Source: an optimization exercise on an open RTL-to-GDS flow (aim: small area and a short achievable clock period). Production flows keep margins and buffers that such runs may drop. Where RTL was checked, it was by simulation tests only, not by an equivalence proof against the original.

==> trial 27 <==
// exec_top
module exec_top (
    input  logic                clk,
    input  logic                reset,
    input  logic                psel,
    input  logic                penable,
    input  logic                pwrite,
    input  exec_pkg::apb_addr_t paddr,
    input  exec_pkg::word_t     pwdata,
    output exec_pkg::word_t     prdata,
    output logic                pready,
    output logic                pslverr
);
clock: 10.0 ns
lec_check: 0
cap_margin: 20
core_margin: 2
core_utilization: 30
place_density: 0.5
slew_margin: 20
run.sh (not shown) runs the stock make flow with config.mk's settings and CLKGATE_MAP_FILE= SYNTH_SCRIPT=/design/flow/synth_recipe.tcl, a recipe that flattens the netlist after the stock synthesis.
==> build 97: changes against trial 27 <==
--- a/flow/design.v
+++ b/flow/design.v
@@ -126,15 +126,46 @@
                 default: res1 = alu_res;
             endcase
         end
     end
     assign arith = alu_op == 3'd0 || alu_op == 3'd1 || alu_op == 3'd2;
+    logic [31:0] p;
+    logic [31:0] k;
+    logic        z_sum;
+    logic        z_res1;
+    assign p     = x ^ y;
+    assign k     = {x[30:0] | y[30:0], cin};
+    assign z_sum = (p ^ k) == 32'd0;
+    always_comb begin
+        if (mul_en) begin
+            if (mul_op == 3'd0 || mul_op == 3'd1) begin
+                z_res1 = lo == 32'd0;
+            end else if (mul_op == 3'd6 || mul_op == 3'd7) begin
+                z_res1 = 1'b1;
+            end else begin
+                z_res1 = z_sum;
+            end
+        end else begin
+            unique case (res_sel)
+                2'd1:    z_res1 = y == 32'd0;
+                2'd2:    z_res1 = a == 32'd0;
+                default: begin
+                    unique case (alu_op)
+                        3'd3:    z_res1 = (x & y) == 32'd0;
+                        3'd4:    z_res1 = (x | y) == 32'd0;
+                        3'd5:    z_res1 = p == 32'd0;
+                        default: z_res1 = z_sum;
+                    endcase
+                end
+            endcase
+        end
+    end
     always_comb begin
         flags_out = flags_in;
         if (set_flags) begin
             flags_out[3] = res1[31];
-            flags_out[2] = res1 == 32'd0;
+            flags_out[2] = z_res1;
             if (!mul_en) begin
                 if (res_sel == 2'd0 && arith) begin
                     flags_out[1] = sum[32];
                     flags_out[0] = (x[31] == y[31]) && (sum[31] != x[31]);
                 end else begin
@@ -1174,10 +1205,13 @@
     input  logic [4:0]  sh_n5,
     input  logic        sh_pt,
     input  logic        sh_rrx,
     input  logic        sh_big,
     input  logic        sh_gt32,
+    input  logic        m_signed,  
+    input  logic        m_acc_lo,
+    input  logic        m_acc_hi,
     output logic [31:0] f1_x,      
     output logic [31:0] f1_y,      
     output logic [31:0] f1_lo,     
     output logic        f1_cin,    
     output logic        f1_shc     
@@ -1186,11 +1220,10 @@
     logic        use_imm;
     logic        swap;
     logic        invert;
     logic [2:0]  alu_op;
     logic        mul_en;
-    logic [2:0]  mul_op;
     logic [31:0] shifted;
     logic [31:0] bop;
     logic [31:0] x;
     logic [31:0] y0;
     logic [31:0] y;
@@ -1199,11 +1232,10 @@
     assign use_imm = cmd[12];
     assign swap    = cmd[11];
     assign invert  = cmd[10];
     assign alu_op  = cmd[9:7];
     assign mul_en  = cmd[4];
-    assign mul_op  = cmd[3:1];
     barrel_shifter shifter_i (
         .value     (b),
         .rr        (sh_rr),
         .n5        (sh_n5),
         .kind      (kind),
@@ -1227,72 +1259,75 @@
     logic [32:0] lo_sum;
     logic [31:0] h_a, h_b, h_c;
     logic [31:0] h1_s, h1_m;
     logic [31:0] h1_cr;
     logic [31:0] h2_s, h2_m;
-    assign is_signed = mul_op == 3'd3 || mul_op == 3'd5;
-    always_comb begin
-        unique case (mul_op)
-            3'd1:       acc = {32'd0, a};
-            3'd4, 3'd5: acc = {d, a};
-            default:    acc = 64'd0;
-        endcase
-    end
+    assign is_signed = m_signed;
+    assign acc       = {d & {32{m_acc_hi}}, 32'd0};
     assign corr = is_signed ? ~(b[31] ? s : 32'd0) : (s[31] ? b : 32'd0);
-    assign l_s    = st_s[31:0] ^ st_c[31:0] ^ acc[31:0];
-    assign l_m    = (st_s[31:0] & st_c[31:0]) | (st_s[31:0] & acc[31:0]) | (st_c[31:0] & acc[31:0]);
-    assign lo_sum = {1'b0, l_s} + {1'b0, l_m[30:0], 1'b0};
+    logic [32:0] lo_sum_a, lo_sum_n;
+    assign l_s      = st_s[31:0] ^ st_c[31:0] ^ a;
+    assign l_m      = (st_s[31:0] & st_c[31:0]) | (st_s[31:0] & a) | (st_c[31:0] & a);
+    assign lo_sum_a = {1'b0, l_s} + {1'b0, l_m[30:0], 1'b0};
+    assign lo_sum_n = {1'b0, st_s[31:0]} + {1'b0, st_c[31:0]};
+    assign lo_sum   = m_acc_lo ? lo_sum_a : lo_sum_n;
     assign h_a   = st_s[63:32];
     assign h_b   = st_c[63:32];
     assign h_c   = acc[63:32];
     assign h1_s  = h_a ^ h_b ^ h_c;
     assign h1_m  = (h_a & h_b) | (h_a & h_c) | (h_b & h_c);
-    assign h1_cr = {h1_m[30:0], l_m[31]};
+    assign h1_cr = {h1_m[30:0], l_m[31] && m_acc_lo};
     assign h2_s  = h1_s ^ h1_cr ^ corr;
     assign h2_m  = (h1_s & h1_cr) | (h1_s & corr) | (h1_cr & corr);
     assign f1_lo  = lo_sum[31:0];
     assign f1_x   = mul_en ? h2_s : x;
     assign f1_y   = mul_en ? {h2_m[30:0], is_signed} : y;
     assign f1_cin = mul_en ? lo_sum[32] : alu_cin;
 endmodule
 module mul_iter (
     input  logic        clk,
     input  logic        reset,
-    input  logic        restart,    
-    input  logic [31:0] s_next,     
+    input  logic        wr_s,       
+    input  logic        wr_b,       
+    input  logic [31:0] pw_s,       
     input  logic [31:0] s,
     input  logic [31:0] b,
     output logic [63:0] st_s,
     output logic [63:0] st_c
 );
     logic        p0, p1, ph;
     logic [7:0]  one, two, neg;
     logic [7:0]  one_n, two_n, neg_n;
     logic [63:0] in_s, in_c;
     logic [63:0] out_s, out_c;
-    logic [16:0] grp;
-    always_comb begin
-        if (restart) begin
-            grp = s_next[31:15];
-        end else begin
-            grp = {s[15:0], 1'b0};
-        end
+    logic        restart;
+    function automatic logic [23:0] booth_enc(input logic [16:0] g);
+        logic [7:0] o, t, n;
         for (int k = 0; k < 8; k++) begin
-            logic b2, b1, b0;
-            b2 = grp[2 * k + 2];
-            b1 = grp[2 * k + 1];
-            b0 = grp[2 * k];
-            one_n[k] = b1 ^ b0;
-            two_n[k] = (b2 & ~b1 & ~b0) | (~b2 & b1 & b0);
-            neg_n[k] = b2 & ~(b1 & b0);
+            o[k] = g[2 * k + 1] ^ g[2 * k];
+            t[k] = (g[2 * k + 2] & ~g[2 * k + 1] & ~g[2 * k]) | (~g[2 * k + 2] & g[2 * k + 1] & g[2 * k]);
+            n[k] = g[2 * k + 2] & ~(g[2 * k + 1] & g[2 * k]);
         end
-        if (!restart && !p0) begin
-            one_n = '0;
-            two_n = '0;
-            neg_n = '0;
+        booth_enc = {o, t, n};
+    endfunction
+    logic [23:0] enc_w, enc_hi, enc_lo, enc_n;
+    assign enc_w  = booth_enc(pw_s[31:15]);
+    assign enc_hi = booth_enc(s[31:15]);
+    assign enc_lo = booth_enc({s[15:0], 1'b0});
+    always_comb begin
+        if (wr_s) begin
+            enc_n = enc_w;
+        end else if (wr_b) begin
+            enc_n = enc_hi;
+        end else if (p0) begin
+            enc_n = enc_lo;
+        end else begin
+            enc_n = '0;
         end
     end
+    assign {one_n, two_n, neg_n} = enc_n;
+    assign restart = wr_s || wr_b;
     always_ff @(posedge clk) begin
         if (reset) begin
             p0  <= 1'b0;
             p1  <= 1'b0;
             ph  <= 1'b0;
@@ -1363,12 +1398,15 @@
     output logic [31:0] res1,      
     output logic [31:0] res2,      
     output logic [31:0] op_y,
     output logic        op_cin,
     output logic        op_shc,
-    output logic        restart,
-    output logic [31:0] s_next,
+    output logic        wr_s,
+    output logic        wr_b,
+    output logic        m_signed,
+    output logic        m_acc_lo,
+    output logic        m_acc_hi,
     output logic [4:0]  sh_rr,
     output logic [4:0]  sh_n5,
     output logic        sh_pt,
     output logic        sh_rrx,
     output logic        sh_big,
@@ -1392,12 +1430,12 @@
     assign hit_res2  = paddr == exec_pkg::REG_RES2;
     assign hit_flags = paddr == exec_pkg::REG_FLAGS;
     assign mapped    = hit_a || hit_b || hit_s || hit_d || hit_imm || hit_cmd || hit_res1 || hit_res2 || hit_flags;
     assign setup   = psel && !penable;
     assign wr      = setup && pwrite;
-    assign restart = wr && (hit_b || hit_s);
-    assign s_next  = (wr && hit_s) ? pwdata : s;
+    assign wr_s    = wr && hit_s;
+    assign wr_b    = wr && hit_b;
     assign pready  = 1'b1;
     logic [1:0] w_kind;
     logic [4:0] w_amt;
     logic       w_by_reg;
     logic [8:0] w_n;
@@ -1435,10 +1473,13 @@
             sh_n5   <= w_n[4:0];
             sh_pt   <= w_pt;
             sh_rrx  <= w_rrx && !pwdata[13];
             sh_big  <= w_n >= 9'd32;
             sh_gt32 <= w_n > 9'd32;
+            m_signed <= pwdata[3:1] == 3'd3 || pwdata[3:1] == 3'd5;
+            m_acc_lo <= pwdata[3:1] == 3'd1 || pwdata[3:1] == 3'd4 || pwdata[3:1] == 3'd5;
+            m_acc_hi <= pwdata[3:1] == 3'd4 || pwdata[3:1] == 3'd5;
         end
     end
     assign res1_nx  = start2 ? f2_res1 : res1;
     assign res2_nx  = start2 ? f2_res2 : res2;
     assign flags_nx = (start2 && cmd[0]) ? f2_flags : flags;
@@ -1515,12 +1556,12 @@
     logic [31:0] a, b, s, d, imm;
     logic [21:0] cmd;
     logic [3:0]  flags;
     logic [31:0] res1, res2, op_y;
     logic        op_cin, op_shc;
-    logic        restart;
-    logic [31:0] s_next;
+    logic        wr_s, wr_b;
+    logic        m_signed, m_acc_lo, m_acc_hi;
     logic [4:0]  sh_rr, sh_n5;
     logic        sh_pt, sh_rrx, sh_big, sh_gt32;
     logic [63:0] st_s, st_c;
     logic [31:0] f1_x, f1_y, f1_lo;
     logic        f1_cin, f1_shc;
@@ -1555,24 +1596,28 @@
         .res1     (res1),
         .res2     (res2),
         .op_y     (op_y),
         .op_cin   (op_cin),
         .op_shc   (op_shc),
-        .restart  (restart),
-        .s_next   (s_next),
+        .wr_s     (wr_s),
+        .wr_b     (wr_b),
+        .m_signed (m_signed),
+        .m_acc_lo (m_acc_lo),
+        .m_acc_hi (m_acc_hi),
         .sh_rr    (sh_rr),
         .sh_n5    (sh_n5),
         .sh_pt    (sh_pt),
         .sh_rrx   (sh_rrx),
         .sh_big   (sh_big),
         .sh_gt32  (sh_gt32)
     );
     mul_iter mul_i (
         .clk     (clk),
         .reset   (reset),
-        .restart (restart),
-        .s_next  (s_next),
+        .wr_s    (wr_s),
+        .wr_b    (wr_b),
+        .pw_s    (pwdata),
         .s       (s),
         .b       (b),
         .st_s    (st_s),
         .st_c    (st_c)
     );
@@ -1590,10 +1635,13 @@
         .sh_n5   (sh_n5),
         .sh_pt   (sh_pt),
         .sh_rrx  (sh_rrx),
         .sh_big  (sh_big),
         .sh_gt32 (sh_gt32),
+        .m_signed (m_signed),
+        .m_acc_lo (m_acc_lo),
+        .m_acc_hi (m_acc_hi),
         .f1_x    (f1_x),
         .f1_y    (f1_y),
         .f1_lo   (f1_lo),
         .f1_cin  (f1_cin),
         .f1_shc  (f1_shc)
==> flow/flow/run.sh (new file) <==
#!/bin/bash
set -o pipefail
export SETUP_SLACK_MARGIN=6.5
export BUFFER_PORTS_ARGS="-buffer_cell sky130_fd_sc_hd__buf_4"
bash standard.sh > standard.log 2>&1
==> flow/standard.sh (new file) <==
#!/bin/bash
# synth_recipe.tcl (not shown) runs the flow's synth.tcl, then flattens the netlist and writes it again
# the make line also repeats each setting of config.mk as NAME=value (left out here)
make -C /OpenROAD-flow-scripts/flow DESIGN_CONFIG=/design/flow/config.mk WORK_HOME=/design/flow/orfs CLKGATE_MAP_FILE= SYNTH_SCRIPT=/design/flow/synth_recipe.tcl "${@:-finish}"
- ABC_AREA: not set -> 1
removed: flow/run.sh
==> trial 46: changes against trial 27 <==
--- a/flow/design.v
+++ b/flow/design.v
@@ -126,15 +126,46 @@
                 default: res1 = alu_res;
             endcase
         end
     end
     assign arith = alu_op == 3'd0 || alu_op == 3'd1 || alu_op == 3'd2;
+    logic [31:0] p;
+    logic [31:0] k;
+    logic        z_sum;
+    logic        z_res1;
+    assign p     = x ^ y;
+    assign k     = {x[30:0] | y[30:0], cin};
+    assign z_sum = (p ^ k) == 32'd0;
+    always_comb begin
+        if (mul_en) begin
+            if (mul_op == 3'd0 || mul_op == 3'd1) begin
+                z_res1 = lo == 32'd0;
+            end else if (mul_op == 3'd6 || mul_op == 3'd7) begin
+                z_res1 = 1'b1;
+            end else begin
+                z_res1 = z_sum;
+            end
+        end else begin
+            unique case (res_sel)
+                2'd1:    z_res1 = y == 32'd0;
+                2'd2:    z_res1 = a == 32'd0;
+                default: begin
+                    unique case (alu_op)
+                        3'd3:    z_res1 = (x & y) == 32'd0;
+                        3'd4:    z_res1 = (x | y) == 32'd0;
+                        3'd5:    z_res1 = p == 32'd0;
+                        default: z_res1 = z_sum;
+                    endcase
+                end
+            endcase
+        end
+    end
     always_comb begin
         flags_out = flags_in;
         if (set_flags) begin
             flags_out[3] = res1[31];
-            flags_out[2] = res1 == 32'd0;
+            flags_out[2] = z_res1;
             if (!mul_en) begin
                 if (res_sel == 2'd0 && arith) begin
                     flags_out[1] = sum[32];
                     flags_out[0] = (x[31] == y[31]) && (sum[31] != x[31]);
                 end else begin
@@ -1174,10 +1205,13 @@
     input  logic [4:0]  sh_n5,
     input  logic        sh_pt,
     input  logic        sh_rrx,
     input  logic        sh_big,
     input  logic        sh_gt32,
+    input  logic        m_signed,  
+    input  logic        m_acc_lo,
+    input  logic        m_acc_hi,
     output logic [31:0] f1_x,      
     output logic [31:0] f1_y,      
     output logic [31:0] f1_lo,     
     output logic        f1_cin,    
     output logic        f1_shc     
@@ -1186,11 +1220,10 @@
     logic        use_imm;
     logic        swap;
     logic        invert;
     logic [2:0]  alu_op;
     logic        mul_en;
-    logic [2:0]  mul_op;
     logic [31:0] shifted;
     logic [31:0] bop;
     logic [31:0] x;
     logic [31:0] y0;
     logic [31:0] y;
@@ -1199,11 +1232,10 @@
     assign use_imm = cmd[12];
     assign swap    = cmd[11];
     assign invert  = cmd[10];
     assign alu_op  = cmd[9:7];
     assign mul_en  = cmd[4];
-    assign mul_op  = cmd[3:1];
     barrel_shifter shifter_i (
         .value     (b),
         .rr        (sh_rr),
         .n5        (sh_n5),
         .kind      (kind),
@@ -1227,18 +1259,12 @@
     logic [32:0] lo_sum;
     logic [31:0] h_a, h_b, h_c;
     logic [31:0] h1_s, h1_m;
     logic [31:0] h1_cr;
     logic [31:0] h2_s, h2_m;
-    assign is_signed = mul_op == 3'd3 || mul_op == 3'd5;
-    always_comb begin
-        unique case (mul_op)
-            3'd1:       acc = {32'd0, a};
-            3'd4, 3'd5: acc = {d, a};
-            default:    acc = 64'd0;
-        endcase
-    end
+    assign is_signed = m_signed;
+    assign acc       = {d & {32{m_acc_hi}}, a & {32{m_acc_lo}}};
     assign corr = is_signed ? ~(b[31] ? s : 32'd0) : (s[31] ? b : 32'd0);
     assign l_s    = st_s[31:0] ^ st_c[31:0] ^ acc[31:0];
     assign l_m    = (st_s[31:0] & st_c[31:0]) | (st_s[31:0] & acc[31:0]) | (st_c[31:0] & acc[31:0]);
     assign lo_sum = {1'b0, l_s} + {1'b0, l_m[30:0], 1'b0};
     assign h_a   = st_s[63:32];
@@ -1255,44 +1281,50 @@
     assign f1_cin = mul_en ? lo_sum[32] : alu_cin;
 endmodule
 module mul_iter (
     input  logic        clk,
     input  logic        reset,
-    input  logic        restart,    
-    input  logic [31:0] s_next,     
+    input  logic        wr_s,       
+    input  logic        wr_b,       
+    input  logic [31:0] pw_s,       
     input  logic [31:0] s,
     input  logic [31:0] b,
     output logic [63:0] st_s,
     output logic [63:0] st_c
 );
     logic        p0, p1, ph;
     logic [7:0]  one, two, neg;
     logic [7:0]  one_n, two_n, neg_n;
     logic [63:0] in_s, in_c;
     logic [63:0] out_s, out_c;
-    logic [16:0] grp;
-    always_comb begin
-        if (restart) begin
-            grp = s_next[31:15];
-        end else begin
-            grp = {s[15:0], 1'b0};
-        end
+    logic        restart;
+    function automatic logic [23:0] booth_enc(input logic [16:0] g);
+        logic [7:0] o, t, n;
         for (int k = 0; k < 8; k++) begin
-            logic b2, b1, b0;
-            b2 = grp[2 * k + 2];
-            b1 = grp[2 * k + 1];
-            b0 = grp[2 * k];
-            one_n[k] = b1 ^ b0;
-            two_n[k] = (b2 & ~b1 & ~b0) | (~b2 & b1 & b0);
-            neg_n[k] = b2 & ~(b1 & b0);
+            o[k] = g[2 * k + 1] ^ g[2 * k];
+            t[k] = (g[2 * k + 2] & ~g[2 * k + 1] & ~g[2 * k]) | (~g[2 * k + 2] & g[2 * k + 1] & g[2 * k]);
+            n[k] = g[2 * k + 2] & ~(g[2 * k + 1] & g[2 * k]);
         end
-        if (!restart && !p0) begin
-            one_n = '0;
-            two_n = '0;
-            neg_n = '0;
+        booth_enc = {o, t, n};
+    endfunction
+    logic [23:0] enc_w, enc_hi, enc_lo, enc_n;
+    assign enc_w  = booth_enc(pw_s[31:15]);
+    assign enc_hi = booth_enc(s[31:15]);
+    assign enc_lo = booth_enc({s[15:0], 1'b0});
+    always_comb begin
+        if (wr_s) begin
+            enc_n = enc_w;
+        end else if (wr_b) begin
+            enc_n = enc_hi;
+        end else if (p0) begin
+            enc_n = enc_lo;
+        end else begin
+            enc_n = '0;
         end
     end
+    assign {one_n, two_n, neg_n} = enc_n;
+    assign restart = wr_s || wr_b;
     always_ff @(posedge clk) begin
         if (reset) begin
             p0  <= 1'b0;
             p1  <= 1'b0;
             ph  <= 1'b0;
@@ -1363,12 +1395,15 @@
     output logic [31:0] res1,      
     output logic [31:0] res2,      
     output logic [31:0] op_y,
     output logic        op_cin,
     output logic        op_shc,
-    output logic        restart,
-    output logic [31:0] s_next,
+    output logic        wr_s,
+    output logic        wr_b,
+    output logic        m_signed,
+    output logic        m_acc_lo,
+    output logic        m_acc_hi,
     output logic [4:0]  sh_rr,
     output logic [4:0]  sh_n5,
     output logic        sh_pt,
     output logic        sh_rrx,
     output logic        sh_big,
@@ -1392,12 +1427,12 @@
     assign hit_res2  = paddr == exec_pkg::REG_RES2;
     assign hit_flags = paddr == exec_pkg::REG_FLAGS;
     assign mapped    = hit_a || hit_b || hit_s || hit_d || hit_imm || hit_cmd || hit_res1 || hit_res2 || hit_flags;
     assign setup   = psel && !penable;
     assign wr      = setup && pwrite;
-    assign restart = wr && (hit_b || hit_s);
-    assign s_next  = (wr && hit_s) ? pwdata : s;
+    assign wr_s    = wr && hit_s;
+    assign wr_b    = wr && hit_b;
     assign pready  = 1'b1;
     logic [1:0] w_kind;
     logic [4:0] w_amt;
     logic       w_by_reg;
     logic [8:0] w_n;
@@ -1435,10 +1470,13 @@
             sh_n5   <= w_n[4:0];
             sh_pt   <= w_pt;
             sh_rrx  <= w_rrx && !pwdata[13];
             sh_big  <= w_n >= 9'd32;
             sh_gt32 <= w_n > 9'd32;
+            m_signed <= pwdata[3:1] == 3'd3 || pwdata[3:1] == 3'd5;
+            m_acc_lo <= pwdata[3:1] == 3'd1 || pwdata[3:1] == 3'd4 || pwdata[3:1] == 3'd5;
+            m_acc_hi <= pwdata[3:1] == 3'd4 || pwdata[3:1] == 3'd5;
         end
     end
     assign res1_nx  = start2 ? f2_res1 : res1;
     assign res2_nx  = start2 ? f2_res2 : res2;
     assign flags_nx = (start2 && cmd[0]) ? f2_flags : flags;
@@ -1515,12 +1553,12 @@
     logic [31:0] a, b, s, d, imm;
     logic [21:0] cmd;
     logic [3:0]  flags;
     logic [31:0] res1, res2, op_y;
     logic        op_cin, op_shc;
-    logic        restart;
-    logic [31:0] s_next;
+    logic        wr_s, wr_b;
+    logic        m_signed, m_acc_lo, m_acc_hi;
     logic [4:0]  sh_rr, sh_n5;
     logic        sh_pt, sh_rrx, sh_big, sh_gt32;
     logic [63:0] st_s, st_c;
     logic [31:0] f1_x, f1_y, f1_lo;
     logic        f1_cin, f1_shc;
@@ -1555,24 +1593,28 @@
         .res1     (res1),
         .res2     (res2),
         .op_y     (op_y),
         .op_cin   (op_cin),
         .op_shc   (op_shc),
-        .restart  (restart),
-        .s_next   (s_next),
+        .wr_s     (wr_s),
+        .wr_b     (wr_b),
+        .m_signed (m_signed),
+        .m_acc_lo (m_acc_lo),
+        .m_acc_hi (m_acc_hi),
         .sh_rr    (sh_rr),
         .sh_n5    (sh_n5),
         .sh_pt    (sh_pt),
         .sh_rrx   (sh_rrx),
         .sh_big   (sh_big),
         .sh_gt32  (sh_gt32)
     );
     mul_iter mul_i (
         .clk     (clk),
         .reset   (reset),
-        .restart (restart),
-        .s_next  (s_next),
+        .wr_s    (wr_s),
+        .wr_b    (wr_b),
+        .pw_s    (pwdata),
         .s       (s),
         .b       (b),
         .st_s    (st_s),
         .st_c    (st_c)
     );
@@ -1590,10 +1632,13 @@
         .sh_n5   (sh_n5),
         .sh_pt   (sh_pt),
         .sh_rrx  (sh_rrx),
         .sh_big  (sh_big),
         .sh_gt32 (sh_gt32),
+        .m_signed (m_signed),
+        .m_acc_lo (m_acc_lo),
+        .m_acc_hi (m_acc_hi),
         .f1_x    (f1_x),
         .f1_y    (f1_y),
         .f1_lo   (f1_lo),
         .f1_cin  (f1_cin),
         .f1_shc  (f1_shc)
==> flow/flow/run.sh (new file) <==
#!/bin/bash
set -o pipefail
export SETUP_SLACK_MARGIN=6.5
export BUFFER_PORTS_ARGS="-buffer_cell sky130_fd_sc_hd__buf_4"
bash standard.sh > standard.log 2>&1
==> flow/standard.sh (new file) <==
#!/bin/bash
# synth_recipe.tcl (not shown) runs the flow's synth.tcl, then flattens the netlist and writes it again
# the make line also repeats each setting of config.mk as NAME=value (left out here)
make -C /OpenROAD-flow-scripts/flow DESIGN_CONFIG=/design/flow/config.mk WORK_HOME=/design/flow/orfs CLKGATE_MAP_FILE= SYNTH_SCRIPT=/design/flow/synth_recipe.tcl "${@:-finish}"
removed: flow/run.sh
==> results.py <==
metrics = {
    "status": {
        "status": "timing/DRC/antenna clean",
    },
    "floorplan": {
        "taps": 2086,
        "core-area_um2": 160000,
    },
    "critical_path": {
        "crit_path_start": "paddr[7]",
        "critPathBufInv": 5,
    },
    "synth": {
        "synth_top_area_share_pct": 19.7,
        "synth-compound-area-share_pct": 19.4,
        "synthAdderAreaFrac_pct": 20.4,
        "synth_cell_types": 77,
    },
    "route": {
        "num_vias": 52395,
        "drt-pass1-iter-count": 7,
    },
    "sta": {
        "relSlewSlack_pct": 21.7,
    },
}
(the above is from build 97)
==> results.py <==
metrics = {
    "synth": {
        "synth_cell_types": 104,
        "synth-compound-area-share_pct": 23.9,
        "synthAdderAreaFrac_pct": 20.7,
    },
    "route": {
        "num_vias": 42132,
    },
    "sta": {
        "fin_crit_sh_pct": 49.8,
        "relSlewSlack_pct": 13.2,
    },
    "critical_path": {
        "crit_path_start": "paddr[5]",
        "path_delay_family": "buffers and inverters",
    },
    "status": {
        "status": "timing/DRC/antenna clean",
    },
}
(the above is from trial 27)
==> results.py <==
metrics = {
    "critical_path": {
        "crit_path_start": "regs_i.m_acc_lo",
        "critPathBufInv": 6,
    },
    "synth": {
        "synthAdderAreaFrac_pct": 20.7,
        "synth-compound-area-share_pct": 23.6,
    },
    "floorplan": {
        "core-area_um2": 150000,
    },
    "status": {
        "status": "timing/DRC/antenna clean",
    },
}
(the above is from trial 46)
The RTL of build 97 and trial 46 was laid out without a check of its function.

==> re-timing with driven ports <==
In the flow no input, the clock included, has a driving cell. The finished layouts below were timed again as built, in two steps. Step 1 (the two cells are an assumption about what drives the block):
set clk [get_ports {clk}]
set_driving_cell -lib_cell sky130_fd_sc_hd__clkbuf_16 $clk
set_driving_cell -lib_cell sky130_fd_sc_hd__buf_2 [delete_from_list [all_inputs] $clk]
Step 2, shift: input delay + t, output delay - t, t = (earliest + latest rising clock arrival at the registers) / 2. This alone moves slack from input paths to output paths. Slacks: ideal / step 1 / step 2; pairs: ideal / step 1.
| run | t (ns) | slack for setup (ns) | worst register clock-pin slew, ns |
|---|---|---|---|
| trial 27 | 0.730 | 5.017 / 5.073 / 4.343 | 0.06 / 0.06 |
| build 97 | 0.750 | 6.422 / 6.427 / 5.677 | 0.07 / 0.07 |
| trial 46 | 0.788 | 6.234 / 6.234 / 5.765 | 0.07 / 0.07 |
After both steps every run listed still meets setup and hold. The setup slack of build 97, which loses most, moves by +0.005 ns with the drivers and by -0.745 ns with both steps.
